From an optimization exercise on the open Yosys and OpenROAD flow, aimed at small area and a short achievable clock period; shortcuts taken in it are not production practice. No functional check of the RTL was part of any run shown here. Power figures rest on the tool's default switching activity, not on a simulated workload.

===== flow/design.v =====
package mac_pipe_real_pkg;
  localparam logic MODE_MUL = 1'b0;
  localparam logic MODE_ACC = 1'b1;
  function automatic logic signed [63:0] sat_max(input int width);
    sat_max = (64'sd1 <<< (width - 1)) - 64'sd1;
  endfunction
  function automatic logic signed [63:0] sat_min(input int width);
    sat_min = 64'sd0 - (64'sd1 <<< (width - 1));
  endfunction
  function automatic int align_shift(input int a_exp, input int b_exp, input int c_exp);
    align_shift = (a_exp + b_exp) - c_exp;
  endfunction
endpackage
module mac_mul_cs (
  input  logic [15:0] a,
  input  logic [15:0] b,
  output logic [27:0] cs0,
  output logic [27:0] cs1,
  output logic        cin
);
  wire k1;
  wire k2;
  wire k3;
  wire k4;
  wire k5;
  wire k6;
  wire k7;
  wire s8;
  wire c9;
  wire s10;
  wire c11;
  wire s12;
  wire c13;
  wire s14;
  wire c15;
  wire s16;
  wire c17;
  wire s18;
  wire c19;
  wire s20;
  wire c21;
  wire s22;
  wire c23;
  wire s24;
  wire c25;
  wire s26;
  wire c27;
  wire s28;
  wire c29;
  wire s30;
  wire c31;
  wire s32;
  wire c33;
  wire s34;
  wire c35;
  wire s36;
  wire c37;
  wire s38;
  wire c39;
  wire s40;
  wire c41;
  wire s42;
  wire c43;
  wire s44;
  wire c45;
  wire s46;
  wire c47;
  wire s48;
  wire c49;
  wire s50;
  wire c51;
  wire s52;
  wire c53;
  wire s54;
  wire c55;
  wire s56;
  wire c57;
  wire s58;
  wire c59;
  wire s60;
  wire c61;
  wire s62;
  wire c63;
  wire s64;
  wire c65;
  wire s66;
  wire c67;
  wire s68;
  wire c69;
  wire s70;
  wire c71;
  wire s72;
  wire c73;
  wire s74;
  wire c75;
  wire s76;
  wire c77;
  wire s78;
  wire c79;
  wire s80;
  wire c81;
  wire s82;
  wire c83;
  wire s84;
  wire c85;
  wire s86;
  wire c87;
  wire s88;
  wire c89;
  wire s90;
  wire c91;
  wire s92;
  wire c93;
  wire s94;
  wire c95;
  wire s96;
  wire c97;
  wire s98;
  wire c99;
  wire s100;
  wire c101;
  wire s102;
  wire c103;
  wire s104;
  wire c105;
  wire s106;
  wire c107;
  wire s108;
  wire c109;
  wire s110;
  wire c111;
  wire s112;
  wire c113;
  wire s114;
  wire c115;
  wire s116;
  wire c117;
  wire s118;
  wire c119;
  wire s120;
  wire c121;
  wire s122;
  wire c123;
  wire s124;
  wire c125;
  wire s126;
  wire c127;
  wire s128;
  wire c129;
  wire s130;
  wire c131;
  wire s132;
  wire c133;
  wire s134;
  wire c135;
  wire s136;
  wire c137;
  wire s138;
  wire c139;
  wire s140;
  wire c141;
  wire s142;
  wire c143;
  wire s144;
  wire c145;
  wire s146;
  wire c147;
  wire s148;
  wire c149;
  wire s150;
  wire c151;
  wire s152;
  wire c153;
  wire s154;
  wire c155;
  wire s156;
  wire c157;
  wire s158;
  wire c159;
  wire s160;
  wire c161;
  wire s162;
  wire c163;
  wire s164;
  wire c165;
  wire s166;
  wire c167;
  wire s168;
  wire c169;
  wire s170;
  wire c171;
  wire s172;
  wire c173;
  wire s174;
  wire c175;
  wire s176;
  wire c177;
  wire s178;
  wire c179;
  wire s180;
  wire c181;
  wire s182;
  wire c183;
  wire s184;
  wire c185;
  wire s186;
  wire c187;
  wire s188;
  wire c189;
  wire s190;
  wire c191;
  wire s192;
  wire c193;
  wire s194;
  wire c195;
  wire s196;
  wire c197;
  wire s198;
  wire c199;
  wire s200;
  wire c201;
  wire s202;
  wire c203;
  wire s204;
  wire c205;
  wire s206;
  wire c207;
  wire s208;
  wire c209;
  wire s210;
  wire c211;
  wire s212;
  wire c213;
  wire s214;
  wire c215;
  wire s216;
  wire c217;
  wire s218;
  wire c219;
  wire s220;
  wire c221;
  wire s222;
  wire c223;
  wire s224;
  wire c225;
  wire s226;
  wire c227;
  wire s228;
  wire c229;
  wire s230;
  wire c231;
  wire s232;
  wire c233;
  wire s234;
  wire c235;
  wire s236;
  wire c237;
  wire s238;
  wire c239;
  wire lc240;
  wire lc241;
  wire lc242;
  wire lc243;
  wire one0 = b[0] ^ 1'b0;
  wire two0 = (b[1] & ~b[0] & ~1'b0) | (~b[1] & b[0] & 1'b0);
  wire neg0 = b[1];
  wire one1 = b[2] ^ b[1];
  wire two1 = (b[3] & ~b[2] & ~b[1]) | (~b[3] & b[2] & b[1]);
  wire neg1 = b[3];
  wire one2 = b[4] ^ b[3];
  wire two2 = (b[5] & ~b[4] & ~b[3]) | (~b[5] & b[4] & b[3]);
  wire neg2 = b[5];
  wire one3 = b[6] ^ b[5];
  wire two3 = (b[7] & ~b[6] & ~b[5]) | (~b[7] & b[6] & b[5]);
  wire neg3 = b[7];
  wire one4 = b[8] ^ b[7];
  wire two4 = (b[9] & ~b[8] & ~b[7]) | (~b[9] & b[8] & b[7]);
  wire neg4 = b[9];
  wire one5 = b[10] ^ b[9];
  wire two5 = (b[11] & ~b[10] & ~b[9]) | (~b[11] & b[10] & b[9]);
  wire neg5 = b[11];
  wire one6 = b[12] ^ b[11];
  wire two6 = (b[13] & ~b[12] & ~b[11]) | (~b[13] & b[12] & b[11]);
  wire neg6 = b[13];
  wire one7 = b[14] ^ b[13];
  wire two7 = (b[15] & ~b[14] & ~b[13]) | (~b[15] & b[14] & b[13]);
  wire neg7 = b[15];
  wire pp0_0 = ((one0 & a[0]) | (two0 & 1'b0)) ^ neg0;
  wire pp0_1 = ((one0 & a[1]) | (two0 & a[0])) ^ neg0;
  wire pp0_2 = ((one0 & a[2]) | (two0 & a[1])) ^ neg0;
  wire pp0_3 = ((one0 & a[3]) | (two0 & a[2])) ^ neg0;
  wire pp0_4 = ((one0 & a[4]) | (two0 & a[3])) ^ neg0;
  wire pp0_5 = ((one0 & a[5]) | (two0 & a[4])) ^ neg0;
  wire pp0_6 = ((one0 & a[6]) | (two0 & a[5])) ^ neg0;
  wire pp0_7 = ((one0 & a[7]) | (two0 & a[6])) ^ neg0;
  wire pp0_8 = ((one0 & a[8]) | (two0 & a[7])) ^ neg0;
  wire pp0_9 = ((one0 & a[9]) | (two0 & a[8])) ^ neg0;
  wire pp0_10 = ((one0 & a[10]) | (two0 & a[9])) ^ neg0;
  wire pp0_11 = ((one0 & a[11]) | (two0 & a[10])) ^ neg0;
  wire pp0_12 = ((one0 & a[12]) | (two0 & a[11])) ^ neg0;
  wire pp0_13 = ((one0 & a[13]) | (two0 & a[12])) ^ neg0;
  wire pp0_14 = ((one0 & a[14]) | (two0 & a[13])) ^ neg0;
  wire pp0_15 = ((one0 & a[15]) | (two0 & a[14])) ^ neg0;
  wire pp0_16 = ((one0 & a[15]) | (two0 & a[15])) ^ neg0;
  wire pp1_0 = ((one1 & a[0]) | (two1 & 1'b0)) ^ neg1;
  wire pp1_1 = ((one1 & a[1]) | (two1 & a[0])) ^ neg1;
  wire pp1_2 = ((one1 & a[2]) | (two1 & a[1])) ^ neg1;
  wire pp1_3 = ((one1 & a[3]) | (two1 & a[2])) ^ neg1;
  wire pp1_4 = ((one1 & a[4]) | (two1 & a[3])) ^ neg1;
  wire pp1_5 = ((one1 & a[5]) | (two1 & a[4])) ^ neg1;
  wire pp1_6 = ((one1 & a[6]) | (two1 & a[5])) ^ neg1;
  wire pp1_7 = ((one1 & a[7]) | (two1 & a[6])) ^ neg1;
  wire pp1_8 = ((one1 & a[8]) | (two1 & a[7])) ^ neg1;
  wire pp1_9 = ((one1 & a[9]) | (two1 & a[8])) ^ neg1;
  wire pp1_10 = ((one1 & a[10]) | (two1 & a[9])) ^ neg1;
  wire pp1_11 = ((one1 & a[11]) | (two1 & a[10])) ^ neg1;
  wire pp1_12 = ((one1 & a[12]) | (two1 & a[11])) ^ neg1;
  wire pp1_13 = ((one1 & a[13]) | (two1 & a[12])) ^ neg1;
  wire pp1_14 = ((one1 & a[14]) | (two1 & a[13])) ^ neg1;
  wire pp1_15 = ((one1 & a[15]) | (two1 & a[14])) ^ neg1;
  wire pp1_16 = ((one1 & a[15]) | (two1 & a[15])) ^ neg1;
  wire pp2_0 = ((one2 & a[0]) | (two2 & 1'b0)) ^ neg2;
  wire pp2_1 = ((one2 & a[1]) | (two2 & a[0])) ^ neg2;
  wire pp2_2 = ((one2 & a[2]) | (two2 & a[1])) ^ neg2;
  wire pp2_3 = ((one2 & a[3]) | (two2 & a[2])) ^ neg2;
  wire pp2_4 = ((one2 & a[4]) | (two2 & a[3])) ^ neg2;
  wire pp2_5 = ((one2 & a[5]) | (two2 & a[4])) ^ neg2;
  wire pp2_6 = ((one2 & a[6]) | (two2 & a[5])) ^ neg2;
  wire pp2_7 = ((one2 & a[7]) | (two2 & a[6])) ^ neg2;
  wire pp2_8 = ((one2 & a[8]) | (two2 & a[7])) ^ neg2;
  wire pp2_9 = ((one2 & a[9]) | (two2 & a[8])) ^ neg2;
  wire pp2_10 = ((one2 & a[10]) | (two2 & a[9])) ^ neg2;
  wire pp2_11 = ((one2 & a[11]) | (two2 & a[10])) ^ neg2;
  wire pp2_12 = ((one2 & a[12]) | (two2 & a[11])) ^ neg2;
  wire pp2_13 = ((one2 & a[13]) | (two2 & a[12])) ^ neg2;
  wire pp2_14 = ((one2 & a[14]) | (two2 & a[13])) ^ neg2;
  wire pp2_15 = ((one2 & a[15]) | (two2 & a[14])) ^ neg2;
  wire pp2_16 = ((one2 & a[15]) | (two2 & a[15])) ^ neg2;
  wire pp3_0 = ((one3 & a[0]) | (two3 & 1'b0)) ^ neg3;
  wire pp3_1 = ((one3 & a[1]) | (two3 & a[0])) ^ neg3;
  wire pp3_2 = ((one3 & a[2]) | (two3 & a[1])) ^ neg3;
  wire pp3_3 = ((one3 & a[3]) | (two3 & a[2])) ^ neg3;
  wire pp3_4 = ((one3 & a[4]) | (two3 & a[3])) ^ neg3;
  wire pp3_5 = ((one3 & a[5]) | (two3 & a[4])) ^ neg3;
  wire pp3_6 = ((one3 & a[6]) | (two3 & a[5])) ^ neg3;
  wire pp3_7 = ((one3 & a[7]) | (two3 & a[6])) ^ neg3;
  wire pp3_8 = ((one3 & a[8]) | (two3 & a[7])) ^ neg3;
  wire pp3_9 = ((one3 & a[9]) | (two3 & a[8])) ^ neg3;
  wire pp3_10 = ((one3 & a[10]) | (two3 & a[9])) ^ neg3;
  wire pp3_11 = ((one3 & a[11]) | (two3 & a[10])) ^ neg3;
  wire pp3_12 = ((one3 & a[12]) | (two3 & a[11])) ^ neg3;
  wire pp3_13 = ((one3 & a[13]) | (two3 & a[12])) ^ neg3;
  wire pp3_14 = ((one3 & a[14]) | (two3 & a[13])) ^ neg3;
  wire pp3_15 = ((one3 & a[15]) | (two3 & a[14])) ^ neg3;
  wire pp3_16 = ((one3 & a[15]) | (two3 & a[15])) ^ neg3;
  wire pp4_0 = ((one4 & a[0]) | (two4 & 1'b0)) ^ neg4;
  wire pp4_1 = ((one4 & a[1]) | (two4 & a[0])) ^ neg4;
  wire pp4_2 = ((one4 & a[2]) | (two4 & a[1])) ^ neg4;
  wire pp4_3 = ((one4 & a[3]) | (two4 & a[2])) ^ neg4;
  wire pp4_4 = ((one4 & a[4]) | (two4 & a[3])) ^ neg4;
  wire pp4_5 = ((one4 & a[5]) | (two4 & a[4])) ^ neg4;
  wire pp4_6 = ((one4 & a[6]) | (two4 & a[5])) ^ neg4;
  wire pp4_7 = ((one4 & a[7]) | (two4 & a[6])) ^ neg4;
  wire pp4_8 = ((one4 & a[8]) | (two4 & a[7])) ^ neg4;
  wire pp4_9 = ((one4 & a[9]) | (two4 & a[8])) ^ neg4;
  wire pp4_10 = ((one4 & a[10]) | (two4 & a[9])) ^ neg4;
  wire pp4_11 = ((one4 & a[11]) | (two4 & a[10])) ^ neg4;
  wire pp4_12 = ((one4 & a[12]) | (two4 & a[11])) ^ neg4;
  wire pp4_13 = ((one4 & a[13]) | (two4 & a[12])) ^ neg4;
  wire pp4_14 = ((one4 & a[14]) | (two4 & a[13])) ^ neg4;
  wire pp4_15 = ((one4 & a[15]) | (two4 & a[14])) ^ neg4;
  wire pp4_16 = ((one4 & a[15]) | (two4 & a[15])) ^ neg4;
  wire pp5_0 = ((one5 & a[0]) | (two5 & 1'b0)) ^ neg5;
  wire pp5_1 = ((one5 & a[1]) | (two5 & a[0])) ^ neg5;
  wire pp5_2 = ((one5 & a[2]) | (two5 & a[1])) ^ neg5;
  wire pp5_3 = ((one5 & a[3]) | (two5 & a[2])) ^ neg5;
  wire pp5_4 = ((one5 & a[4]) | (two5 & a[3])) ^ neg5;
  wire pp5_5 = ((one5 & a[5]) | (two5 & a[4])) ^ neg5;
  wire pp5_6 = ((one5 & a[6]) | (two5 & a[5])) ^ neg5;
  wire pp5_7 = ((one5 & a[7]) | (two5 & a[6])) ^ neg5;
  wire pp5_8 = ((one5 & a[8]) | (two5 & a[7])) ^ neg5;
  wire pp5_9 = ((one5 & a[9]) | (two5 & a[8])) ^ neg5;
  wire pp5_10 = ((one5 & a[10]) | (two5 & a[9])) ^ neg5;
  wire pp5_11 = ((one5 & a[11]) | (two5 & a[10])) ^ neg5;
  wire pp5_12 = ((one5 & a[12]) | (two5 & a[11])) ^ neg5;
  wire pp5_13 = ((one5 & a[13]) | (two5 & a[12])) ^ neg5;
  wire pp5_14 = ((one5 & a[14]) | (two5 & a[13])) ^ neg5;
  wire pp5_15 = ((one5 & a[15]) | (two5 & a[14])) ^ neg5;
  wire pp5_16 = ((one5 & a[15]) | (two5 & a[15])) ^ neg5;
  wire pp6_0 = ((one6 & a[0]) | (two6 & 1'b0)) ^ neg6;
  wire pp6_1 = ((one6 & a[1]) | (two6 & a[0])) ^ neg6;
  wire pp6_2 = ((one6 & a[2]) | (two6 & a[1])) ^ neg6;
  wire pp6_3 = ((one6 & a[3]) | (two6 & a[2])) ^ neg6;
  wire pp6_4 = ((one6 & a[4]) | (two6 & a[3])) ^ neg6;
  wire pp6_5 = ((one6 & a[5]) | (two6 & a[4])) ^ neg6;
  wire pp6_6 = ((one6 & a[6]) | (two6 & a[5])) ^ neg6;
  wire pp6_7 = ((one6 & a[7]) | (two6 & a[6])) ^ neg6;
  wire pp6_8 = ((one6 & a[8]) | (two6 & a[7])) ^ neg6;
  wire pp6_9 = ((one6 & a[9]) | (two6 & a[8])) ^ neg6;
  wire pp6_10 = ((one6 & a[10]) | (two6 & a[9])) ^ neg6;
  wire pp6_11 = ((one6 & a[11]) | (two6 & a[10])) ^ neg6;
  wire pp6_12 = ((one6 & a[12]) | (two6 & a[11])) ^ neg6;
  wire pp6_13 = ((one6 & a[13]) | (two6 & a[12])) ^ neg6;
  wire pp6_14 = ((one6 & a[14]) | (two6 & a[13])) ^ neg6;
  wire pp6_15 = ((one6 & a[15]) | (two6 & a[14])) ^ neg6;
  wire pp6_16 = ((one6 & a[15]) | (two6 & a[15])) ^ neg6;
  wire pp7_0 = ((one7 & a[0]) | (two7 & 1'b0)) ^ neg7;
  wire pp7_1 = ((one7 & a[1]) | (two7 & a[0])) ^ neg7;
  wire pp7_2 = ((one7 & a[2]) | (two7 & a[1])) ^ neg7;
  wire pp7_3 = ((one7 & a[3]) | (two7 & a[2])) ^ neg7;
  wire pp7_4 = ((one7 & a[4]) | (two7 & a[3])) ^ neg7;
  wire pp7_5 = ((one7 & a[5]) | (two7 & a[4])) ^ neg7;
  wire pp7_6 = ((one7 & a[6]) | (two7 & a[5])) ^ neg7;
  wire pp7_7 = ((one7 & a[7]) | (two7 & a[6])) ^ neg7;
  wire pp7_8 = ((one7 & a[8]) | (two7 & a[7])) ^ neg7;
  wire pp7_9 = ((one7 & a[9]) | (two7 & a[8])) ^ neg7;
  wire pp7_10 = ((one7 & a[10]) | (two7 & a[9])) ^ neg7;
  wire pp7_11 = ((one7 & a[11]) | (two7 & a[10])) ^ neg7;
  wire pp7_12 = ((one7 & a[12]) | (two7 & a[11])) ^ neg7;
  wire pp7_13 = ((one7 & a[13]) | (two7 & a[12])) ^ neg7;
  wire pp7_14 = ((one7 & a[14]) | (two7 & a[13])) ^ neg7;
  wire pp7_15 = ((one7 & a[15]) | (two7 & a[14])) ^ neg7;
  wire pp7_16 = ((one7 & a[15]) | (two7 & a[15])) ^ neg7;
  assign k1 = ~(pp1_14);
  assign k2 = ~(pp1_14);
  assign k3 = ~(pp2_15);
  assign k4 = ~(pp3_15);
  assign k5 = ~(pp4_15);
  assign k6 = ~(pp5_15);
  assign k7 = ~(pp7_15);
  assign s8 = neg5 ^ pp0_10;
  assign c9 = neg5 & pp0_10;
  assign s10 = pp0_11 ^ pp1_9;
  assign c11 = pp0_11 & pp1_9;
  assign s12 = neg6 ^ pp0_12 ^ pp1_10;
  assign c13 = (neg6 & pp0_12) | (neg6 & pp1_10) | (pp0_12 & pp1_10);
  assign s14 = pp2_8 ^ pp3_6;
  assign c15 = pp2_8 & pp3_6;
  assign s16 = pp0_13 ^ pp1_11 ^ pp2_9;
  assign c17 = (pp0_13 & pp1_11) | (pp0_13 & pp2_9) | (pp1_11 & pp2_9);
  assign s18 = pp3_7 ^ pp4_5;
  assign c19 = pp3_7 & pp4_5;
  assign s20 = neg7 ^ pp0_14 ^ pp1_12;
  assign c21 = (neg7 & pp0_14) | (neg7 & pp1_12) | (pp0_14 & pp1_12);
  assign s22 = pp2_10 ^ pp3_8 ^ pp4_6;
  assign c23 = (pp2_10 & pp3_8) | (pp2_10 & pp4_6) | (pp3_8 & pp4_6);
  assign s24 = pp5_4 ^ pp6_2;
  assign c25 = pp5_4 & pp6_2;
  assign s26 = pp0_15 ^ pp1_13 ^ pp2_11;
  assign c27 = (pp0_15 & pp1_13) | (pp0_15 & pp2_11) | (pp1_13 & pp2_11);
  assign s28 = pp3_9 ^ pp4_7 ^ pp5_5;
  assign c29 = (pp3_9 & pp4_7) | (pp3_9 & pp5_5) | (pp4_7 & pp5_5);
  assign s30 = pp6_3 ^ pp7_1;
  assign c31 = pp6_3 & pp7_1;
  assign s32 = pp2_12 ^ pp3_10 ^ pp4_8;
  assign c33 = (pp2_12 & pp3_10) | (pp2_12 & pp4_8) | (pp3_10 & pp4_8);
  assign s34 = pp5_6 ^ pp6_4 ^ pp7_2;
  assign c35 = (pp5_6 & pp6_4) | (pp5_6 & pp7_2) | (pp6_4 & pp7_2);
  assign s36 = ~pp0_16 ^ k1;
  assign c37 = ~pp0_16 & k1;
  assign s38 = pp1_15 ^ pp2_13 ^ pp3_11;
  assign c39 = (pp1_15 & pp2_13) | (pp1_15 & pp3_11) | (pp2_13 & pp3_11);
  assign s40 = pp4_9 ^ pp5_7 ^ pp6_5;
  assign c41 = (pp4_9 & pp5_7) | (pp4_9 & pp6_5) | (pp5_7 & pp6_5);
  assign s42 = pp7_3 ^ k2;
  assign c43 = pp7_3 & k2;
  assign s44 = pp1_14 ^ pp2_14 ^ pp3_12;
  assign c45 = (pp1_14 & pp2_14) | (pp1_14 & pp3_12) | (pp2_14 & pp3_12);
  assign s46 = pp4_10 ^ pp5_8 ^ pp6_6;
  assign c47 = (pp4_10 & pp5_8) | (pp4_10 & pp6_6) | (pp5_8 & pp6_6);
  assign s48 = pp7_4 ^ ~pp1_16;
  assign c49 = pp7_4 & ~pp1_16;
  assign s50 = pp3_13 ^ pp4_11 ^ pp5_9;
  assign c51 = (pp3_13 & pp4_11) | (pp3_13 & pp5_9) | (pp4_11 & pp5_9);
  assign s52 = pp6_7 ^ pp7_5;
  assign c53 = pp6_7 & pp7_5;
  assign s54 = pp2_15 ^ pp3_14 ^ pp4_12;
  assign c55 = (pp2_15 & pp3_14) | (pp2_15 & pp4_12) | (pp3_14 & pp4_12);
  assign s56 = pp5_10 ^ pp6_8;
  assign c57 = pp5_10 & pp6_8;
  assign s58 = pp4_13 ^ pp5_11;
  assign c59 = pp4_13 & pp5_11;
  assign s60 = pp3_15 ^ pp4_14;
  assign c61 = pp3_15 & pp4_14;
  assign s62 = neg3 ^ pp0_6;
  assign c63 = neg3 & pp0_6;
  assign s64 = pp0_7 ^ pp1_5;
  assign c65 = pp0_7 & pp1_5;
  assign s66 = neg4 ^ pp0_8 ^ pp1_6;
  assign c67 = (neg4 & pp0_8) | (neg4 & pp1_6) | (pp0_8 & pp1_6);
  assign s68 = pp2_4 ^ pp3_2;
  assign c69 = pp2_4 & pp3_2;
  assign s70 = pp0_9 ^ pp1_7 ^ pp2_5;
  assign c71 = (pp0_9 & pp1_7) | (pp0_9 & pp2_5) | (pp1_7 & pp2_5);
  assign s72 = pp3_3 ^ pp4_1;
  assign c73 = pp3_3 & pp4_1;
  assign s74 = pp1_8 ^ pp2_6 ^ pp3_4;
  assign c75 = (pp1_8 & pp2_6) | (pp1_8 & pp3_4) | (pp2_6 & pp3_4);
  assign s76 = pp4_2 ^ pp5_0 ^ s8;
  assign c77 = (pp4_2 & pp5_0) | (pp4_2 & s8) | (pp5_0 & s8);
  assign s78 = pp2_7 ^ pp3_5 ^ pp4_3;
  assign c79 = (pp2_7 & pp3_5) | (pp2_7 & pp4_3) | (pp3_5 & pp4_3);
  assign s80 = pp5_1 ^ c9 ^ s10;
  assign c81 = (pp5_1 & c9) | (pp5_1 & s10) | (c9 & s10);
  assign s82 = pp4_4 ^ pp5_2 ^ pp6_0;
  assign c83 = (pp4_4 & pp5_2) | (pp4_4 & pp6_0) | (pp5_2 & pp6_0);
  assign s84 = c11 ^ s14 ^ s12;
  assign c85 = (c11 & s14) | (c11 & s12) | (s14 & s12);
  assign s86 = pp5_3 ^ pp6_1 ^ c15;
  assign c87 = (pp5_3 & pp6_1) | (pp5_3 & c15) | (pp6_1 & c15);
  assign s88 = s18 ^ c13 ^ s16;
  assign c89 = (s18 & c13) | (s18 & s16) | (c13 & s16);
  assign s90 = pp7_0 ^ c19 ^ s24;
  assign c91 = (pp7_0 & c19) | (pp7_0 & s24) | (c19 & s24);
  assign s92 = c17 ^ s20 ^ s22;
  assign c93 = (c17 & s20) | (c17 & s22) | (s20 & s22);
  assign s94 = c25 ^ s30 ^ c21;
  assign c95 = (c25 & s30) | (c25 & c21) | (s30 & c21);
  assign s96 = c23 ^ s26 ^ s28;
  assign c97 = (c23 & s26) | (c23 & s28) | (s26 & s28);
  assign s98 = c31 ^ s36 ^ c27;
  assign c99 = (c31 & s36) | (c31 & c27) | (s36 & c27);
  assign s100 = c29 ^ s32 ^ s34;
  assign c101 = (c29 & s32) | (c29 & s34) | (s32 & s34);
  assign s102 = c37 ^ s42 ^ c33;
  assign c103 = (c37 & s42) | (c37 & c33) | (s42 & c33);
  assign s104 = c35 ^ s38 ^ s40;
  assign c105 = (c35 & s38) | (c35 & s40) | (s38 & s40);
  assign s106 = c43 ^ s48 ^ c39;
  assign c107 = (c43 & s48) | (c43 & c39) | (s48 & c39);
  assign s108 = c41 ^ s44 ^ s46;
  assign c109 = (c41 & s44) | (c41 & s46) | (s44 & s46);
  assign s110 = k3 ^ c49 ^ s52;
  assign c111 = (k3 & c49) | (k3 & s52) | (c49 & s52);
  assign s112 = c45 ^ c47 ^ s50;
  assign c113 = (c45 & c47) | (c45 & s50) | (c47 & s50);
  assign s114 = pp7_6 ^ ~pp2_16 ^ c53;
  assign c115 = (pp7_6 & ~pp2_16) | (pp7_6 & c53) | (~pp2_16 & c53);
  assign s116 = s56 ^ c51 ^ s54;
  assign c117 = (s56 & c51) | (s56 & s54) | (c51 & s54);
  assign s118 = pp6_9 ^ pp7_7 ^ k4;
  assign c119 = (pp6_9 & pp7_7) | (pp6_9 & k4) | (pp7_7 & k4);
  assign s120 = c57 ^ s58 ^ c55;
  assign c121 = (c57 & s58) | (c57 & c55) | (s58 & c55);
  assign s122 = pp5_12 ^ pp6_10 ^ pp7_8;
  assign c123 = (pp5_12 & pp6_10) | (pp5_12 & pp7_8) | (pp6_10 & pp7_8);
  assign s124 = ~pp3_16 ^ c59 ^ s60;
  assign c125 = (~pp3_16 & c59) | (~pp3_16 & s60) | (c59 & s60);
  assign s126 = pp5_13 ^ pp6_11 ^ pp7_9;
  assign c127 = (pp5_13 & pp6_11) | (pp5_13 & pp7_9) | (pp6_11 & pp7_9);
  assign s128 = k5 ^ c61;
  assign c129 = k5 & c61;
  assign s130 = pp4_15 ^ pp5_14 ^ pp6_12;
  assign c131 = (pp4_15 & pp5_14) | (pp4_15 & pp6_12) | (pp5_14 & pp6_12);
  assign s132 = pp7_10 ^ ~pp4_16;
  assign c133 = pp7_10 & ~pp4_16;
  assign s134 = pp6_13 ^ pp7_11;
  assign c135 = pp6_13 & pp7_11;
  assign s136 = pp5_15 ^ pp6_14;
  assign c137 = pp5_15 & pp6_14;
  assign s138 = neg2 ^ pp0_4;
  assign c139 = neg2 & pp0_4;
  assign s140 = pp0_5 ^ pp1_3;
  assign c141 = pp0_5 & pp1_3;
  assign s142 = pp1_4 ^ pp2_2 ^ pp3_0;
  assign c143 = (pp1_4 & pp2_2) | (pp1_4 & pp3_0) | (pp2_2 & pp3_0);
  assign s144 = pp2_3 ^ pp3_1 ^ c63;
  assign c145 = (pp2_3 & pp3_1) | (pp2_3 & c63) | (pp3_1 & c63);
  assign s146 = pp4_0 ^ c65 ^ s68;
  assign c147 = (pp4_0 & c65) | (pp4_0 & s68) | (c65 & s68);
  assign s148 = c69 ^ s72 ^ c67;
  assign c149 = (c69 & s72) | (c69 & c67) | (s72 & c67);
  assign s150 = c73 ^ c71 ^ s74;
  assign c151 = (c73 & c71) | (c73 & s74) | (c71 & s74);
  assign s152 = c75 ^ s78 ^ c77;
  assign c153 = (c75 & s78) | (c75 & c77) | (s78 & c77);
  assign s154 = c79 ^ s82 ^ c81;
  assign c155 = (c79 & s82) | (c79 & c81) | (s82 & c81);
  assign s156 = c83 ^ s86 ^ c85;
  assign c157 = (c83 & s86) | (c83 & c85) | (s86 & c85);
  assign s158 = c87 ^ s90 ^ c89;
  assign c159 = (c87 & s90) | (c87 & c89) | (s90 & c89);
  assign s160 = c91 ^ s94 ^ c93;
  assign c161 = (c91 & s94) | (c91 & c93) | (s94 & c93);
  assign s162 = c95 ^ s98 ^ c97;
  assign c163 = (c95 & s98) | (c95 & c97) | (s98 & c97);
  assign s164 = c99 ^ s102 ^ c101;
  assign c165 = (c99 & s102) | (c99 & c101) | (s102 & c101);
  assign s166 = c103 ^ s106 ^ c105;
  assign c167 = (c103 & s106) | (c103 & c105) | (s106 & c105);
  assign s168 = s110 ^ c107 ^ c109;
  assign c169 = (s110 & c107) | (s110 & c109) | (c107 & c109);
  assign s170 = s114 ^ c111 ^ c113;
  assign c171 = (s114 & c111) | (s114 & c113) | (c111 & c113);
  assign s172 = s118 ^ c115 ^ s120;
  assign c173 = (s118 & c115) | (s118 & s120) | (c115 & s120);
  assign s174 = s122 ^ c119 ^ s124;
  assign c175 = (s122 & c119) | (s122 & s124) | (c119 & s124);
  assign s176 = c123 ^ s126 ^ s128;
  assign c177 = (c123 & s126) | (c123 & s128) | (s126 & s128);
  assign s178 = s132 ^ c127 ^ s130;
  assign c179 = (s132 & c127) | (s132 & s130) | (c127 & s130);
  assign s180 = k6 ^ c133 ^ s134;
  assign c181 = (k6 & c133) | (k6 & s134) | (c133 & s134);
  assign s182 = pp7_12 ^ ~pp5_16 ^ c135;
  assign c183 = (pp7_12 & ~pp5_16) | (pp7_12 & c135) | (~pp5_16 & c135);
  assign s184 = pp6_15 ^ pp7_13;
  assign c185 = pp6_15 & pp7_13;
  assign s186 = neg1 ^ pp0_2;
  assign c187 = neg1 & pp0_2;
  assign s188 = pp0_3 ^ pp1_1;
  assign c189 = pp0_3 & pp1_1;
  assign s190 = pp1_2 ^ pp2_0 ^ s138;
  assign c191 = (pp1_2 & pp2_0) | (pp1_2 & s138) | (pp2_0 & s138);
  assign s192 = pp2_1 ^ c139 ^ s140;
  assign c193 = (pp2_1 & c139) | (pp2_1 & s140) | (c139 & s140);
  assign s194 = c141 ^ s62 ^ s142;
  assign c195 = (c141 & s62) | (c141 & s142) | (s62 & s142);
  assign s196 = s64 ^ c143 ^ s144;
  assign c197 = (s64 & c143) | (s64 & s144) | (c143 & s144);
  assign s198 = s66 ^ c145 ^ s146;
  assign c199 = (s66 & c145) | (s66 & s146) | (c145 & s146);
  assign s200 = s70 ^ c147 ^ s148;
  assign c201 = (s70 & c147) | (s70 & s148) | (c147 & s148);
  assign s202 = s76 ^ c149 ^ s150;
  assign c203 = (s76 & c149) | (s76 & s150) | (c149 & s150);
  assign s204 = s80 ^ c151 ^ s152;
  assign c205 = (s80 & c151) | (s80 & s152) | (c151 & s152);
  assign s206 = s84 ^ c153 ^ s154;
  assign c207 = (s84 & c153) | (s84 & s154) | (c153 & s154);
  assign s208 = s88 ^ c155 ^ s156;
  assign c209 = (s88 & c155) | (s88 & s156) | (c155 & s156);
  assign s210 = s92 ^ c157 ^ s158;
  assign c211 = (s92 & c157) | (s92 & s158) | (c157 & s158);
  assign s212 = s96 ^ c159 ^ s160;
  assign c213 = (s96 & c159) | (s96 & s160) | (c159 & s160);
  assign s214 = s100 ^ c161 ^ s162;
  assign c215 = (s100 & c161) | (s100 & s162) | (c161 & s162);
  assign s216 = s104 ^ c163 ^ s164;
  assign c217 = (s104 & c163) | (s104 & s164) | (c163 & s164);
  assign s218 = s108 ^ c165 ^ s166;
  assign c219 = (s108 & c165) | (s108 & s166) | (c165 & s166);
  assign s220 = s112 ^ c167 ^ s168;
  assign c221 = (s112 & c167) | (s112 & s168) | (c167 & s168);
  assign s222 = s116 ^ c169 ^ s170;
  assign c223 = (s116 & c169) | (s116 & s170) | (c169 & s170);
  assign s224 = c117 ^ c171 ^ s172;
  assign c225 = (c117 & c171) | (c117 & s172) | (c171 & s172);
  assign s226 = c121 ^ s174 ^ c173;
  assign c227 = (c121 & s174) | (c121 & c173) | (s174 & c173);
  assign s228 = c125 ^ s176 ^ c175;
  assign c229 = (c125 & s176) | (c125 & c175) | (s176 & c175);
  assign s230 = c129 ^ s178 ^ c177;
  assign c231 = (c129 & s178) | (c129 & c177) | (s178 & c177);
  assign s232 = c131 ^ s180 ^ c179;
  assign c233 = (c131 & s180) | (c131 & c179) | (s180 & c179);
  assign s234 = s136 ^ s182 ^ c181;
  assign c235 = (s136 & s182) | (s136 & c181) | (s182 & c181);
  assign s236 = c137 ^ s184 ^ c183;
  assign c237 = (c137 & s184) | (c137 & c183) | (s184 & c183);
  assign s238 = pp7_14 ^ ~pp6_16 ^ c185;
  assign c239 = (pp7_14 & ~pp6_16) | (pp7_14 & c185) | (~pp6_16 & c185);
  assign lc240 = (neg0 & pp0_0) | (neg0 & 1'b0) | (pp0_0 & 1'b0);
  assign lc241 = (pp0_1 & 1'b0) | (pp0_1 & lc240) | (1'b0 & lc240);
  assign lc242 = (pp1_0 & s186) | (pp1_0 & lc241) | (s186 & lc241);
  assign lc243 = (c187 & s188) | (c187 & lc242) | (s188 & lc242);
  assign cs0 = {1'b1, pp7_15, k7, s238, c235, s234, s232, s230, s228, c225, c223, c221, c219, c217, c215, c213, c211, c209, c207, c205, c203, c201, c199, c197, c195, c193, c191, c189};
  assign cs1 = {1'b0, ~pp7_16, c239, c237, s236, c233, c231, c229, c227, s226, s224, s222, s220, s218, s216, s214, s212, s210, s208, s206, s204, s202, s200, s198, s196, s194, s192, s190};
  assign cin = lc243;
endmodule
module mac_acc_sat (
  input  logic [27:0] cs0,
  input  logic [27:0] cs1,
  input  logic        cin,
  input  logic [23:0] acc,
  input  logic        acc_hit,
  input  logic        acc_sgn,
  input  logic        add_acc,
  output logic [23:0] res,
  output logic        hit,
  output logic        sgn
);
  wire [23:0] acc_e = acc_hit ? {acc_sgn, {23{~acc_sgn}}} : acc;
  wire [23:0] acc_g = add_acc ? acc_e : 24'd0;
  wire [27:0] accr = {4'b0000, ~acc_g[23], acc_g[22:0]};
  wire [27:0] y0 = cs0 ^ cs1 ^ accr;
  wire [27:0] y1 = {((cs0[26:0] & cs1[26:0]) | (cs0[26:0] & accr[26:0]) | (cs1[26:0] & accr[26:0])), cin};
  wire [27:0] g0 = y0 & y1;
  wire [27:0] p0 = y0 ^ y1;
  wire pg1 = g0[1] | (p0[1] & g0[0]);
  wire pg2 = g0[3] | (p0[3] & g0[2]);
  wire pp2 = p0[3] & p0[2];
  wire pg3 = g0[5] | (p0[5] & g0[4]);
  wire pp3 = p0[5] & p0[4];
  wire pg4 = g0[7] | (p0[7] & g0[6]);
  wire pp4 = p0[7] & p0[6];
  wire pg5 = g0[9] | (p0[9] & g0[8]);
  wire pp5 = p0[9] & p0[8];
  wire pg6 = g0[11] | (p0[11] & g0[10]);
  wire pp6 = p0[11] & p0[10];
  wire pg7 = g0[13] | (p0[13] & g0[12]);
  wire pp7 = p0[13] & p0[12];
  wire pg8 = g0[15] | (p0[15] & g0[14]);
  wire pp8 = p0[15] & p0[14];
  wire pg9 = g0[17] | (p0[17] & g0[16]);
  wire pp9 = p0[17] & p0[16];
  wire pg10 = g0[19] | (p0[19] & g0[18]);
  wire pp10 = p0[19] & p0[18];
  wire pg11 = g0[21] | (p0[21] & g0[20]);
  wire pp11 = p0[21] & p0[20];
  wire pg12 = g0[23] | (p0[23] & g0[22]);
  wire pp12 = p0[23] & p0[22];
  wire pg13 = g0[25] | (p0[25] & g0[24]);
  wire pp13 = p0[25] & p0[24];
  wire pg14 = g0[27] | (p0[27] & g0[26]);
  wire pp14 = p0[27] & p0[26];
  wire pg15 = g0[2] | (p0[2] & pg1);
  wire pg16 = pg2 | (pp2 & pg1);
  wire pg17 = g0[6] | (p0[6] & pg3);
  wire pp17 = p0[6] & pp3;
  wire pg18 = pg4 | (pp4 & pg3);
  wire pp18 = pp4 & pp3;
  wire pg19 = g0[10] | (p0[10] & pg5);
  wire pp19 = p0[10] & pp5;
  wire pg20 = pg6 | (pp6 & pg5);
  wire pp20 = pp6 & pp5;
  wire pg21 = g0[14] | (p0[14] & pg7);
  wire pp21 = p0[14] & pp7;
  wire pg22 = pg8 | (pp8 & pg7);
  wire pp22 = pp8 & pp7;
  wire pg23 = g0[18] | (p0[18] & pg9);
  wire pp23 = p0[18] & pp9;
  wire pg24 = pg10 | (pp10 & pg9);
  wire pp24 = pp10 & pp9;
  wire pg25 = g0[22] | (p0[22] & pg11);
  wire pp25 = p0[22] & pp11;
  wire pg26 = pg12 | (pp12 & pg11);
  wire pp26 = pp12 & pp11;
  wire pg27 = g0[26] | (p0[26] & pg13);
  wire pp27 = p0[26] & pp13;
  wire pg28 = pg14 | (pp14 & pg13);
  wire pp28 = pp14 & pp13;
  wire pg29 = g0[4] | (p0[4] & pg16);
  wire pg30 = pg3 | (pp3 & pg16);
  wire pg31 = pg17 | (pp17 & pg16);
  wire pg32 = pg18 | (pp18 & pg16);
  wire pg33 = g0[12] | (p0[12] & pg20);
  wire pp33 = p0[12] & pp20;
  wire pg34 = pg7 | (pp7 & pg20);
  wire pp34 = pp7 & pp20;
  wire pg35 = pg21 | (pp21 & pg20);
  wire pp35 = pp21 & pp20;
  wire pg36 = pg22 | (pp22 & pg20);
  wire pp36 = pp22 & pp20;
  wire pg37 = g0[20] | (p0[20] & pg24);
  wire pp37 = p0[20] & pp24;
  wire pg38 = pg11 | (pp11 & pg24);
  wire pp38 = pp11 & pp24;
  wire pg39 = pg25 | (pp25 & pg24);
  wire pp39 = pp25 & pp24;
  wire pg40 = pg26 | (pp26 & pg24);
  wire pp40 = pp26 & pp24;
  wire pg41 = g0[8] | (p0[8] & pg32);
  wire pg42 = pg5 | (pp5 & pg32);
  wire pg43 = pg19 | (pp19 & pg32);
  wire pg44 = pg20 | (pp20 & pg32);
  wire pg45 = pg33 | (pp33 & pg32);
  wire pg46 = pg34 | (pp34 & pg32);
  wire pg47 = pg35 | (pp35 & pg32);
  wire pg48 = pg36 | (pp36 & pg32);
  wire pg49 = g0[24] | (p0[24] & pg40);
  wire pp49 = p0[24] & pp40;
  wire pg50 = pg13 | (pp13 & pg40);
  wire pp50 = pp13 & pp40;
  wire pg51 = pg27 | (pp27 & pg40);
  wire pp51 = pp27 & pp40;
  wire pg52 = pg28 | (pp28 & pg40);
  wire pp52 = pp28 & pp40;
  wire pg53 = g0[16] | (p0[16] & pg48);
  wire pg54 = pg9 | (pp9 & pg48);
  wire pg55 = pg23 | (pp23 & pg48);
  wire pg56 = pg24 | (pp24 & pg48);
  wire pg57 = pg37 | (pp37 & pg48);
  wire pg58 = pg38 | (pp38 & pg48);
  wire pg59 = pg39 | (pp39 & pg48);
  wire pg60 = pg40 | (pp40 & pg48);
  wire pg61 = pg49 | (pp49 & pg48);
  wire pg62 = pg50 | (pp50 & pg48);
  wire pg63 = pg51 | (pp51 & pg48);
  wire pg64 = pg52 | (pp52 & pg48);
  wire [27:0] s = {(p0[27] ^ pg63), (p0[26] ^ pg62), (p0[25] ^ pg61), (p0[24] ^ pg60), (p0[23] ^ pg59), (p0[22] ^ pg58), (p0[21] ^ pg57), (p0[20] ^ pg56), (p0[19] ^ pg55), (p0[18] ^ pg54), (p0[17] ^ pg53), (p0[16] ^ pg48), (p0[15] ^ pg47), (p0[14] ^ pg46), (p0[13] ^ pg45), (p0[12] ^ pg44), (p0[11] ^ pg43), (p0[10] ^ pg42), (p0[9] ^ pg41), (p0[8] ^ pg32), (p0[7] ^ pg31), (p0[6] ^ pg30), (p0[5] ^ pg29), (p0[4] ^ pg16), (p0[3] ^ pg15), (p0[2] ^ pg1), (p0[1] ^ g0[0]), p0[0]};
  assign hit = ~(&s[27:23]) & (|s[27:23]);
  assign sgn = s[27];
  assign res = s[23:0];
endmodule
module mac_pipe_real
#(
  parameter int N_CH       = 4,
  parameter int PIPE_DEPTH = 2,
  parameter int a_width    = 16,
  parameter int a_exponent = -8,
  parameter int b_width    = 16,
  parameter int b_exponent = -8,
  parameter int c_width    = 24,
  parameter int c_exponent = -12
) (
  input  logic                      clk,
  input  logic                      rst,
  input  logic                      cke,
  input  logic                      mode,
  input  logic                      clr,
  input  logic                      in_valid,
  input  logic [N_CH*a_width-1:0]   a,
  input  logic [N_CH*b_width-1:0]   b,
  output logic                      out_valid,
  output logic [N_CH*c_width-1:0]   c,
  output logic [N_CH-1:0]           sat
);
  logic                    s1_vld;
  logic                    s1_clr;
  logic                    s1_mode;
  logic [27:0]             s1_cs0 [N_CH];
  logic [27:0]             s1_cs1 [N_CH];
  logic [N_CH-1:0]         s1_cin;
  logic [27:0]             mul_cs0 [N_CH];
  logic [27:0]             mul_cs1 [N_CH];
  logic [N_CH-1:0]         mul_cin;
  always_ff @(posedge clk) begin
    if (rst) begin
      s1_vld <= 1'b0;
      s1_clr <= 1'b0;
    end else if (cke) begin
      s1_vld <= in_valid;
      s1_clr <= clr;
    end
  end
  for (genvar k = 0; k < N_CH; k++) begin : g_mul
    mac_mul_cs u_mul (
      .a   (a[k*a_width +: a_width]),
      .b   (b[k*b_width +: b_width]),
      .cs0 (mul_cs0[k]),
      .cs1 (mul_cs1[k]),
      .cin (mul_cin[k])
    );
  end
  always_ff @(posedge clk) begin
    if (cke) begin
      s1_mode <= mode;
      for (int k = 0; k < N_CH; k++) begin
        s1_cs0[k] <= mul_cs0[k];
        s1_cs1[k] <= mul_cs1[k];
      end
      s1_cin  <= mul_cin;
    end
  end
  logic [c_width-1:0] acc_raw [N_CH];
  logic [N_CH-1:0]    acc_hit;
  logic [N_CH-1:0]    acc_sgn;
  logic [c_width-1:0] lane_res [N_CH];
  logic [N_CH-1:0]    lane_hit;
  logic [N_CH-1:0]    lane_sgn;
  logic               add_acc;
  logic               upd_acc;
  assign add_acc = s1_mode & ~s1_clr;
  assign upd_acc = s1_mode | s1_clr;
  for (genvar k = 0; k < N_CH; k++) begin : g_lane
    mac_acc_sat u_lane (
      .cs0     (s1_cs0[k]),
      .cs1     (s1_cs1[k]),
      .cin     (s1_cin[k]),
      .acc     (acc_raw[k]),
      .acc_hit (acc_hit[k]),
      .acc_sgn (acc_sgn[k]),
      .add_acc (add_acc),
      .res     (lane_res[k]),
      .hit     (lane_hit[k]),
      .sgn     (lane_sgn[k])
    );
  end
  logic [c_width-1:0] c_raw [N_CH];
  logic [N_CH-1:0]    c_hit;
  logic [N_CH-1:0]    c_sgn;
  always_ff @(posedge clk) begin
    if (cke) begin
      for (int k = 0; k < N_CH; k++) c_raw[k] <= lane_res[k];
      c_hit <= lane_hit;
      c_sgn <= lane_sgn;
    end
  end
  always_comb begin
    for (int k = 0; k < N_CH; k++)
      c[k*c_width +: c_width] = c_hit[k] ? {c_sgn[k], {(c_width-1){~c_sgn[k]}}} : c_raw[k];
  end
  always_ff @(posedge clk) begin
    if (rst) begin
      out_valid <= 1'b0;
      acc_hit   <= '0;
      acc_sgn   <= '0;
      sat       <= '0;
      for (int k = 0; k < N_CH; k++) acc_raw[k] <= '0;
    end else if (cke) begin
      out_valid <= s1_vld;
      for (int k = 0; k < N_CH; k++) begin
        if (s1_vld) begin
          if (upd_acc) begin
            acc_raw[k] <= lane_res[k];
            acc_hit[k] <= lane_hit[k];
            acc_sgn[k] <= lane_sgn[k];
          end
          sat[k] <= (sat[k] & ~s1_clr) | lane_hit[k];
        end else if (s1_clr) begin
          acc_raw[k] <= '0;
          acc_hit[k] <= 1'b0;
          acc_sgn[k] <= 1'b0;
          sat[k]     <= 1'b0;
        end
      end
    end
  end
endmodule

===== flow/flow/run.sh =====
#!/bin/bash
set -e
export SETUP_SLACK_MARGIN=5.5
export BUFFER_PORTS_ARGS="-buffer_cell sky130_fd_sc_hd__buf_4"
R=orfs/results/sky130hd/mac_pipe_real/base
bash standard.sh synth > synth.log 2>&1
python3 flow/polarity.py $R/1_2_yosys.v > polarity.log 2>&1
rm -f $R/1_synth.odb $R/1_synth.sdc
bash standard.sh finish > standard.log 2>&1

===== flow/flow/polarity.py =====
#!/usr/bin/env python3
"""Remove inverters around full-adder cells in a mapped sky130 netlist.

A full adder is self-dual: FA(~a, ~b, ~c) = (~sum, ~cout). Synthesis often leaves
inverters between full adders (and between flip-flops, full adders and half adders);
this script chooses, for every full adder, whether it computes the true or the
complemented function so as to need as few inverters as possible, then rebuilds the
inverters: at most one per signal, only where a consumer needs the other polarity.
Only combinational inverter cells and full adders are touched; flip-flops are not.
Usage: polarity.py NETLIST.v   (rewrites the file in place, prints a summary)
"""
import re
import sys

path = sys.argv[1]
txt = open(path).read()

mstart = txt.index('module ')
hdr_end = txt.index(';', mstart) + 1
body_end = txt.rindex('endmodule')
header = txt[:hdr_end]
body = txt[hdr_end:body_end]
tail = txt[body_end:]

# split body into statements
stmts = []
for m in re.finditer(r'[^;]*;', body, re.S):
    stmts.append(m.group(0))

cell_re = re.compile(r'^\s*(sky130_fd_sc_hd__\w+)\s+(\S+)\s*\((.*)\)\s*;\s*$', re.S)
pin_re = re.compile(r'\.(\w+)\s*\(\s*([^()]*?)\s*\)')

OUTPINS = {'X', 'Y', 'Q', 'Q_N', 'SUM', 'COUT', 'HI', 'LO'}
cells = []   # dict(type,name,pins(list of (pin,net)), idx)
others = []  # (idx, text)
special_nets = set()   # nets appearing in assigns or ports
for i, s in enumerate(stmts):
    m = cell_re.match(s)
    if m:
        pins = pin_re.findall(m.group(3))
        cells.append({'type': m.group(1), 'name': m.group(2), 'pins': [(p, n.strip()) for p, n in pins], 'idx': i})
    else:
        others.append((i, s))
        st = s.strip()
        if st.startswith('assign'):
            for n in re.findall(r'[\\\w\[\]\.$]+', st[len('assign'):]):
                special_nets.add(n)
        if re.match(r'^\s*(input|output|inout)\b', s):
            decl = re.sub(r'^\s*(input|output|inout)\s*(\[[^\]]*\])?', '', s).strip().rstrip(';')
            for n in decl.split(','):
                special_nets.add(n.strip())

def base_name(n):
    return re.sub(r'\[\d+\]$', '', n)

def is_special(n):
    return n in special_nets or base_name(n) in special_nets

def is_inv(c):
    return re.match(r'sky130_fd_sc_hd__(inv|clkinv)_\d+$', c['type']) is not None

def is_fa(c):
    return re.match(r'sky130_fd_sc_hd__fa_\d+$', c['type']) is not None

# drivers
driver = {}
for c in cells:
    for p, n in c['pins']:
        if p in OUTPINS:
            driver[n] = c

# managed inverters: plain inverter whose output net is not special
inv_out = {}
for c in cells:
    if is_inv(c):
        d = dict(c['pins'])
        if not is_special(d['Y']):
            c['managed'] = True
            inv_out[d['Y']] = d['A']

def resolve(n):
    """net -> (base net, parity) through managed inverters"""
    par = 0
    seen = 0
    while n in inv_out and seen < 100:
        n = inv_out[n]
        par ^= 1
        seen += 1
    return n, par

fas = [c for c in cells if is_fa(c)]
fa_of_out = {}
for k, c in enumerate(fas):
    c['k'] = k
    for p, n in c['pins']:
        if p in ('SUM', 'COUT'):
            fa_of_out[n] = k

# consumers per base net: list of (cell, pin, parity, fa index or None)
cons = {}
for c in cells:
    if c.get('managed'):
        continue
    for p, n in c['pins']:
        if p in OUTPINS:
            continue
        if n.startswith("1'b") or n == '':
            continue
        b, par = resolve(n)
        cons.setdefault(b, []).append((c, p, par, c['k'] if is_fa(c) else None))
# special nets driven by managed inverter? excluded by construction. Special nets read
# through assigns: treat as fixed consumers of polarity 0 of their own net.
for n in list(special_nets):
    pass

flip = [0] * len(fas)

def group_cost(b):
    src = flip[fa_of_out[b]] if b in fa_of_out else 0
    need = set()
    for c, p, par, k in cons.get(b, []):
        q = par ^ (flip[k] if k is not None else 0)
        need.add(q)
    # special nets that are base nets themselves need their true value on the net
    if is_special(b):
        need.add(0)
    return 1 if (need - {src}) else 0

def fa_groups(k):
    c = fas[k]
    gs = set()
    for p, n in c['pins']:
        if p in ('SUM', 'COUT'):
            gs.add(n)
        else:
            if n.startswith("1'b"):
                continue
            gs.add(resolve(n)[0])
    return gs

groups_of = [fa_groups(k) for k in range(len(fas))]
before = sum(group_cost(b) for b in cons)
n_inv_before = sum(1 for c in cells if c.get('managed'))
changed = True
it = 0
while changed and it < 50:
    changed = False
    it += 1
    for k in range(len(fas)):
        gs = groups_of[k]
        c0 = sum(group_cost(b) for b in gs)
        flip[k] ^= 1
        c1 = sum(group_cost(b) for b in gs)
        if c1 < c0:
            changed = True
        else:
            flip[k] ^= 1
after = sum(group_cost(b) for b in cons)

# rebuild
new_inv = {}
new_stmts = []
cnt = 0
def inv_net(b):
    global cnt
    if b not in new_inv:
        cnt += 1
        nn = f"polinv_n{cnt}"
        new_inv[b] = (nn, f"polinv_i{cnt}")
    return new_inv[b][0]

for b, lst in cons.items():
    src = flip[fa_of_out[b]] if b in fa_of_out else 0
    for c, p, par, k in lst:
        q = par ^ (flip[k] if k is not None else 0)
        net = b if q == src else inv_net(b)
        c.setdefault('newpins', {})[p] = net
    if is_special(b) and src != 0:
        raise SystemExit(f"special net {b} would be complemented")

def esc(n):
    return n + " " if n.startswith("\\") else n

out_body = []
for i, s in enumerate(stmts):
    out_body.append(None)
for i, s in others:
    out_body[i] = s
for c in cells:
    if c.get('managed'):
        out_body[c['idx']] = ''
        continue
    np = c.get('newpins', {})
    pins = ",\n".join(f"    .{p}({esc(np.get(p, n))})" for p, n in c['pins'])
    out_body[c['idx']] = f"\n  {c['type']} {c['name']} (\n{pins}\n  );"
extra = []
for b, (nn, iname) in new_inv.items():
    extra.append(f"\n  wire {nn};")
for b, (nn, iname) in new_inv.items():
    extra.append(f"\n  sky130_fd_sc_hd__inv_1 {iname} (\n    .A({esc(b)}),\n    .Y({nn})\n  );")
# wire declarations go first: insert extra wires right after header, cells at the end
res = header + "".join(extra[:len(new_inv)]) + "".join(x for x in out_body if x) + "".join(extra[len(new_inv):]) + "\n" + tail
open(path, 'w').write(res)
print(f"full adders {len(fas)}, flipped {sum(flip)}; inverters {n_inv_before} -> {len(new_inv)} (model {before} -> {after})")

===== flow/standard.sh =====
#!/bin/bash
# synth_recipe.tcl (not shown) runs the flow's synth.tcl, then flattens the netlist and writes it again
# the make line also repeats each setting of config.mk as NAME=value (left out here)
make -C /OpenROAD-flow-scripts/flow DESIGN_CONFIG=/design/flow/config.mk WORK_HOME=/design/flow/orfs CLKGATE_MAP_FILE= SYNTH_SCRIPT=/design/flow/synth_recipe.tcl "${@:-finish}"

===== flow/config.mk =====
export PLATFORM = sky130hd
export DESIGN_NAME = mac_pipe_real
export DESIGN_NICKNAME = mac_pipe_real
export VERILOG_FILES = /design/flow/design.v
export SDC_FILE = /design/flow/constraint.sdc
export NUM_CORES = 4
export LEC_CHECK = 0
export ABC_AREA = 1
export CAP_MARGIN = 20
export CORE_MARGIN = 2
export CORE_UTILIZATION = 40
export SLEW_MARGIN = 20
export TNS_END_PERCENT = 5

===== flow/constraint.sdc =====
create_clock -name core_clock -period 10.0 [get_ports {clk}]
set_input_delay 2.0000 -clock core_clock [delete_from_list [all_inputs] [get_ports {clk}]]
set_output_delay 2.0000 -clock core_clock [all_outputs]
set_load 0.01 [all_outputs]

==> results of run 1 <==
[critical path, delay by kind of cell]
kind / cells / cell delay [ns]
xor+xnor: 1 / 0.21
fa+ha+maj: 4 / 1.90
compound gates: 1 / 0.22
buf+inv: 2 / 0.72
[what timing repair did]
action                                 4_1_cts  5_1_grt
gates cloned                                 6        4
hold buffers                                 0        0
resized for setup                           66       77
setup buffers                               77       59
pin swaps                                   27       17
endpoints found under the hold margin        0        0
setup endpoints to repair                  248      217
[power breakdown]
part / switching, W / internal [W] / leakage [nW]
registers: 0.000341 / 0.00330 / 4.07
logic: 0.00524 / 0.00366 / 16.7
clock network: 0.000800 / 0.00129 / 0.931
total: 0.00639 / 0.00825 / 21.7
[sequential cells by signal (all words and copies together) (netlist names), 96 cells and up]
register  count
acc_raw      96
c_raw        96
s1_cs0      108
s1_cs1      108
[metal layers]
layer  vias up  share of wire, %  global-route usage (%)
met5         -                 0                       0
met4         0               2.4                   5.564
met3       164               5.8                   3.080
met2       998                47                   35.03
met1     15780                44                   29.32
li1      15140                 -                       -
[how the worst min path moves through the flow]
| stage | start | endpoint | cells after the start |
|---|---|---|---|
| final | acc_raw[0][18]$_SDFFE_PP0P_ | acc_raw[0][18]$_SDFFE_PP0P_ | 2 |
| after global routing | acc_raw[2][0]$_SDFFE_PP0P_ | acc_raw[2][0]$_SDFFE_PP0P_ | 2 |
| after CTS | acc_raw[2][0]$_SDFFE_PP0P_ | acc_raw[2][0]$_SDFFE_PP0P_ | 2 |
| after detailed placement | acc_raw[2][0]$_SDFFE_PP0P_ | acc_raw[2][0]$_SDFFE_PP0P_ | 2 |
| after global placement | acc_raw[0][12]$_SDFFE_PP0P_ | acc_raw[0][12]$_SDFFE_PP0P_ | 2 |
| after floorplan | acc_raw[3][0]$_SDFFE_PP0P_ | acc_raw[3][0]$_SDFFE_PP0P_ | 2 |
[cells in the final DEF, fill, tap and decap left out, types with 28 or more instances in the layout]
cell type   instances
nand2_1           687
inv_1             507
xor2_1            502
o22ai_1           444
fa_1              435
buf_4             353
edfxtp_1          325
ha_1              220
a21oi_1           191
dfxtp_1           110
o21ai_0           105
nand3_1           103
nor2_1            103
nand2_2            77
clkbuf_16          56
clkinvlp_4         56
xnor2_1            43
fa_2               41
nand2_4            38
o21ai_4            28
o22ai_2            28
[layout make-up]
class,count,area [um2]
fill,9731,54510
timing repair inverter,10,60.06
tap,1380,1727
antenna,1,2.502
clock buffer,76,1556
clock inverter,25,346.6
timing repair buffer,385,3144
multi-input combinational,3184,27950
inverter,597,2511
sequential,436,11980
[through the flow]
step | hold slack, ns | cells | setup slack [ns] | cell area (um2) | util (%)
after detailed placement | 0.4524 | 5846 | 4.278 | 45590 | 43.92
after floorplan | 0.4409 | 4478 | 5.084 | 43760 | -
after global routing | 0.4758 | 6093 | 5.309 | 49280 | 47.48
final | 0.4615 | 6094 | 5.293 | 49280 | 47.48
after global placement | 0.4482 | 5846 | 4.322 | 45590 | 43.92
after CTS | 0.4605 | 6030 | 5.283 | 48490 | 46.72
==> impl_metrics.toml, run 1 <==
[status]
status = "complete, no violations"

[synthesis]
syn-num-nets = 5308
yosysWarnings = 12
post_synth.cell_area_avg_um2 = 9.359
syn_inst = 4478
synthesis.area_um2 = 41910

[detailed_routing]
drtAntennaViolNets = 0
drt_pass1_iterations = 6
num_vias = 32080
routed_wl_um = 116000
drt_iter0_drc = 2620
detail_route.wl_per_cell_um = 19.04
drcViolationCount = 0
post_drt_via_cell_ratio = 5.264

[clocking]
clk_root_buffer_cell = "clkbuf_16"
cts_buffers = 55
cts_tree = "yes"
clkSinkCount = 436
cts_buffer_depth = 3
clk_latency_ns = 0.63
cts.clk_slew.worst_paths_ns = 0.06
cts.htree.levels = 2

[sta]
timing.fmax_mhz = 212.4
fin_skew_ns = 0.02715
setup_total_negative_slack_ns = 0
slew_headroom_pct = 31.41
rsz0062_at_grt = "true"
worstMarginPinSlew_ns = 1.029
post-route-min-period_ns = 4.707
setup_viol = 0
finalHoldViolations = 0
maxSlewViolCount = 0
final.period_utilization_pct = 47.07

[critical_path]
cp-startpoint = "a[25]"
r2r_setup_slack_ns = 5.74
cp.arrival_ns = 5.06
worstSetupStartpointType = "primary input"
reg2regPathDepth = 27
r2r_start = "s1_mode$_DFFE_PP_"
required_ns = 10.35
path_max_fanout = 16
end_kind = "register"
endpoint = "s1_cs0[1][10]$_DFFE_PP_"
critPathKind = "in2reg"
cp_slowest_cell = "inv_1"
worst_path_most_repeated_cell = "fa_1"
path_cells = "buf_4 > inv_1 > o22ai_1 > xor2_1 > fa_1 > fa_2 > fa_1 > fa_1"
r2r_end = "acc_hit[3]$_SDFFE_PP0P_"
cp_slowest_stage_delay_ns = 0.61

[placement]
io_buffer_count = 234
hpwlAfterDp_um = 84450
place.gp.congestion = 0.9056

[die]
ios = 235
floorplan.initialDensity_pct = 40.38
core.rowCount = 118
coreArea_um2 = 103800
dieArea_um2 = 107400
die_w_um = 327.7
fp.dieH_um = 327.7

[grt]
grt_pass1_wl_um = 180500
antenna_found_initial = 0
grt_max_degree = 129
first_global_vias = 31990
grtUsageTotal_pct = 21.25
overflow = 0

[power]
power_density_nw_per_um2 = 297.0
irDropWorstVdd_mv = 0.2013
p_leak_nw = 21.67
fin_total_pwr_w = 0.01464

[layout]
post_route_cells_drive_above_1_share_pct = 18.23
areaGrowthSynthToFinish_pct = 17.59
fin_nets = 5499

[min_path]
hp-class = "reg2reg"

[job]
cap_violations = 0
==> run 2, diff against run 1 <==
--- a/flow/flow/run.sh
+++ b/flow/flow/run.sh
@@ -1,6 +1,6 @@
 #!/bin/bash
 set -e
-export SETUP_SLACK_MARGIN=5.5
+export SETUP_SLACK_MARGIN=6.0
 export BUFFER_PORTS_ARGS="-buffer_cell sky130_fd_sc_hd__buf_4"
 R=orfs/results/sky130hd/mac_pipe_real/base
 bash standard.sh synth > synth.log 2>&1
==> run 2 against run 1 <==
Net effect:
- count of clock-buffer cells in the layout fell by 4
- final area rose by 11%
- register-to-register slack improved by 0.23 ns
- flip-flop and latch count did not move
- critical path depth rose by 2
- still clean
- sequential power barely moved
- clock power barely moved
- maximum frequency rose by 5.2%
==> impl_metrics.toml, run 2 <==
[sta]
slew_headroom_pct = 37.59
final.period_utilization_pct = 44.74
timing.fmax_mhz = 223.5
rsz0062_at_grt = "true"
post-route-min-period_ns = 4.474
fin_skew_ns = 0.02388
setup_total_negative_slack_ns = 0
finalHoldViolations = 0
maxSlewViolCount = 0
worstMarginPinSlew_ns = 0.9361
setup_viol = 0

[layout]
layout_commonest_cell = "nand2_1"
antenna_cells = 0
fin_nets = 5820
multi_input_area_um2 = 29630
areaGrowthSynthToFinish_pct = 30.51
regArea_um2 = 11990
reg_top3 = "s1_cs0: 108 flops, s1_cs1: 108 flops"
fillers = 9116
mostFrequentLayoutCells = "nand2_1, buf_4, xor2_1, inv_1, fa_1"
post_route_cells_drive_above_1_share_pct = 28.71

[critical_path]
cp.arrival_ns = 4.85
end_kind = "register"
path_max_fanout = 6
cp-startpoint = "a[63]"
r2r_start = "s1_mode$_DFFE_PP_"
critPathTopFamily = "adder cells"
worstSetupStartpointType = "primary input"
reg2regPathDepth = 26
crit_buf_inv = 4
critPathKind = "in2reg"
cp_slowest_cell = "fa_1"
worst_path_most_repeated_cell = "fa_1"
required_ns = 10.37
path_cells = "buf_4 > clkinvlp_4 > buf_4 > o22ai_2 > xor2_2 > fa_1 > inv_1 > fa_1 > fa_1 > fa_1"
crit_cells = 10
cp_slowest_stage_delay_ns = 0.52

[synthesis]
syn_inst = 4478
syn-num-nets = 5308
post_synth.cell_area_avg_um2 = 9.359
synthesis.area_um2 = 41910
yosysWarnings = 12

[detailed_routing]
drcViolationCount = 0
drt_pass1_iterations = 7
detail_route.wl_per_cell_um = 19.73
num_vias = 34210
routed_wl_um = 126600
post_drt_via_cell_ratio = 5.332
drtAntennaViolNets = 0
drt_iter0_drc = 2934

[clocking]
cts.htree.levels = 2
cts_buffer_depth = 3
cts_buffers = 54
clk_latency_ns = 0.64
cts_tree = "yes"
cts.clk_slew.worst_paths_ns = 0.06
clk_root_buffer_cell = "clkbuf_16"
clkSinkCount = 436

[min_path]
hp-class = "reg2reg"
whs_path_depth = 2
hp-start = "acc_raw[2][9]$_SDFFE_PP0P_"

[placement]
place.gp.congestion = 0.8992
hpwlAfterDp_um = 83980
io_buffer_count = 234

[grt]
met2_usage_pct = 38.03
overflow = 0
grtUsageMet3_pct = 3.037
antenna_found_initial = 2
grt_pass1_wl_um = 194400
top_usage_layer = "met2"
first_global_vias = 34230
met1_usage_pct = 31.06
grtUsageTotal_pct = 22.95
grt_max_degree = 83

[power]
irDropWorstVdd_mv = 0.2241
p_leak_nw = 23.83
power_density_nw_per_um2 = 281.5
fin_total_pwr_w = 0.01540

[die]
ios = 235
floorplan.initialDensity_pct = 40.38
coreArea_um2 = 103800
die_w_um = 327.7
core.rowCount = 118
fp.dieH_um = 327.7
dieArea_um2 = 107400

[job]
cap_violations = 0

[status]
status = "complete, no violations"
[run 2: power breakdown]
group          internal [W]  switching [W]  total, W
logic               0.00410        0.00560   0.00970
registers           0.00329       0.000321   0.00361
clock network       0.00126       0.000820   0.00208
[run 2: worst reg2reg max path, cell delays in order, from the launching register on]
cell        delay (ns)
edfxtp_1          0.38
inv_2             0.09
nor2_1            0.05
buf_6             0.15
nand2_2           0.17
clkinvlp_4        0.18
o21ai_0           0.11
inv_1             0.07
fa_1              0.43
ha_1              0.21
fa_1              0.48
nand3_1           0.11
nand2_2           0.09
nand2_1           0.10
nand2_2           0.10
nand2_1           0.09
nand2_2           0.16
nand2_1           0.20
nand2_1           0.09
nand2_1           0.07
nand2_1           0.06
nor2_1            0.08
nand3_1           0.08
nand2_1           0.11
inv_1             0.06
nand2_1           0.06
a21oi_1           0.06
[run 2: final cells by class]
cell class / instances / share of cell area, %
clock buffer: 72 / 2.800
clock inverter: 30 / 0.6656
inverter: 597 / 5.133
multi-input combinational: 3189 / 54.18
sequential: 436 / 21.91
tap: 1380 / 3.157
timing repair buffer: 700 / 12.01
timing repair inverter: 12 / 0.1464
[run 2: path summary, 6_finish.rpt]
| path | to | slack, ns |
|---|---|---|
| setup / recovery | s1_cs1[3][17]$_DFFE_PP_ | 5.53 |
| setup reg to reg | acc_hit[0]$_SDFFE_PP0P_ | 5.97 |
| hold reg to reg | acc_raw[2][9]$_SDFFE_PP0P_ | 0.46 |
| hold / removal | acc_raw[2][9]$_SDFFE_PP0P_ | 0.46 |
[run 2: per-layer routing]
layer	part of all wire (%)	routed length, um	vias to the layer above
met2	48	60150	1395
met5	0	0	-
li1	-	-	15770
met4	3.3	4215	0
met3	6.9	8760	293
met1	42	53430	16750
[run 2: repair_timing]
| item | 4_1_cts | 5_1_grt |
|---|---|---|
| hold buffers | 0 | 0 |
| gates cloned | 14 | 7 |
| buffers inserted | 360 | 85 |
| pin swaps | 195 | 93 |
| endpoints found under the setup margin | 430 | 408 |
| resized for setup | 503 | 184 |
[run 2: through the flow]
step | utilization [%] | setup WS, ns | cell area (um2) | cells | hold WS, ns
2_1_floorplan | - | 5.084 | 43770 | 4478 | 0.4409
3_3_place_gp | 43.93 | 4.274 | 45600 | 5848 | 0.4484
3_5_place_dp | 43.93 | 4.269 | 45600 | 5848 | 0.4525
4_1_cts | 51.11 | 5.677 | 53050 | 6324 | 0.4616
5_1_grt | 52.70 | 5.522 | 54700 | 6416 | 0.4734
6_report | 52.70 | 5.526 | 54700 | 6416 | 0.4598

==> afterwards: timing with drivers on the ports <==
The flow's constraints put no driver on any port. The routed layouts listed below were extracted and timed again, unchanged, in two steps.
Step 1 assumes that a clkbuf_16 drives the clock port and a buf_2 every other input.
Step 2 times the ports against the registers' clock, not the clock port: input delays grow and output delays shrink by t, the midpoint of the rising clock arrivals with the driver on.
Three values: ideal ports, drivers, drivers and shift; two values: the first two.
run	t, ns	slack for setup (ns)	worst setup path at the end	clock arrival spread, ns	slew at the worst register clock pin (ns)
run 1	0.696	5.293 / 5.343 / 4.647	input to register	0.040 / 0.040	0.07 / 0.07
run 2	0.702	5.526 / 5.491 / 4.789	input to register	0.032 / 0.031	0.07 / 0.07
After both steps every run listed still meets setup and hold. The setup slack of run 2, which loses most, moves by -0.035 ns with the drivers and by -0.737 ns with both steps.
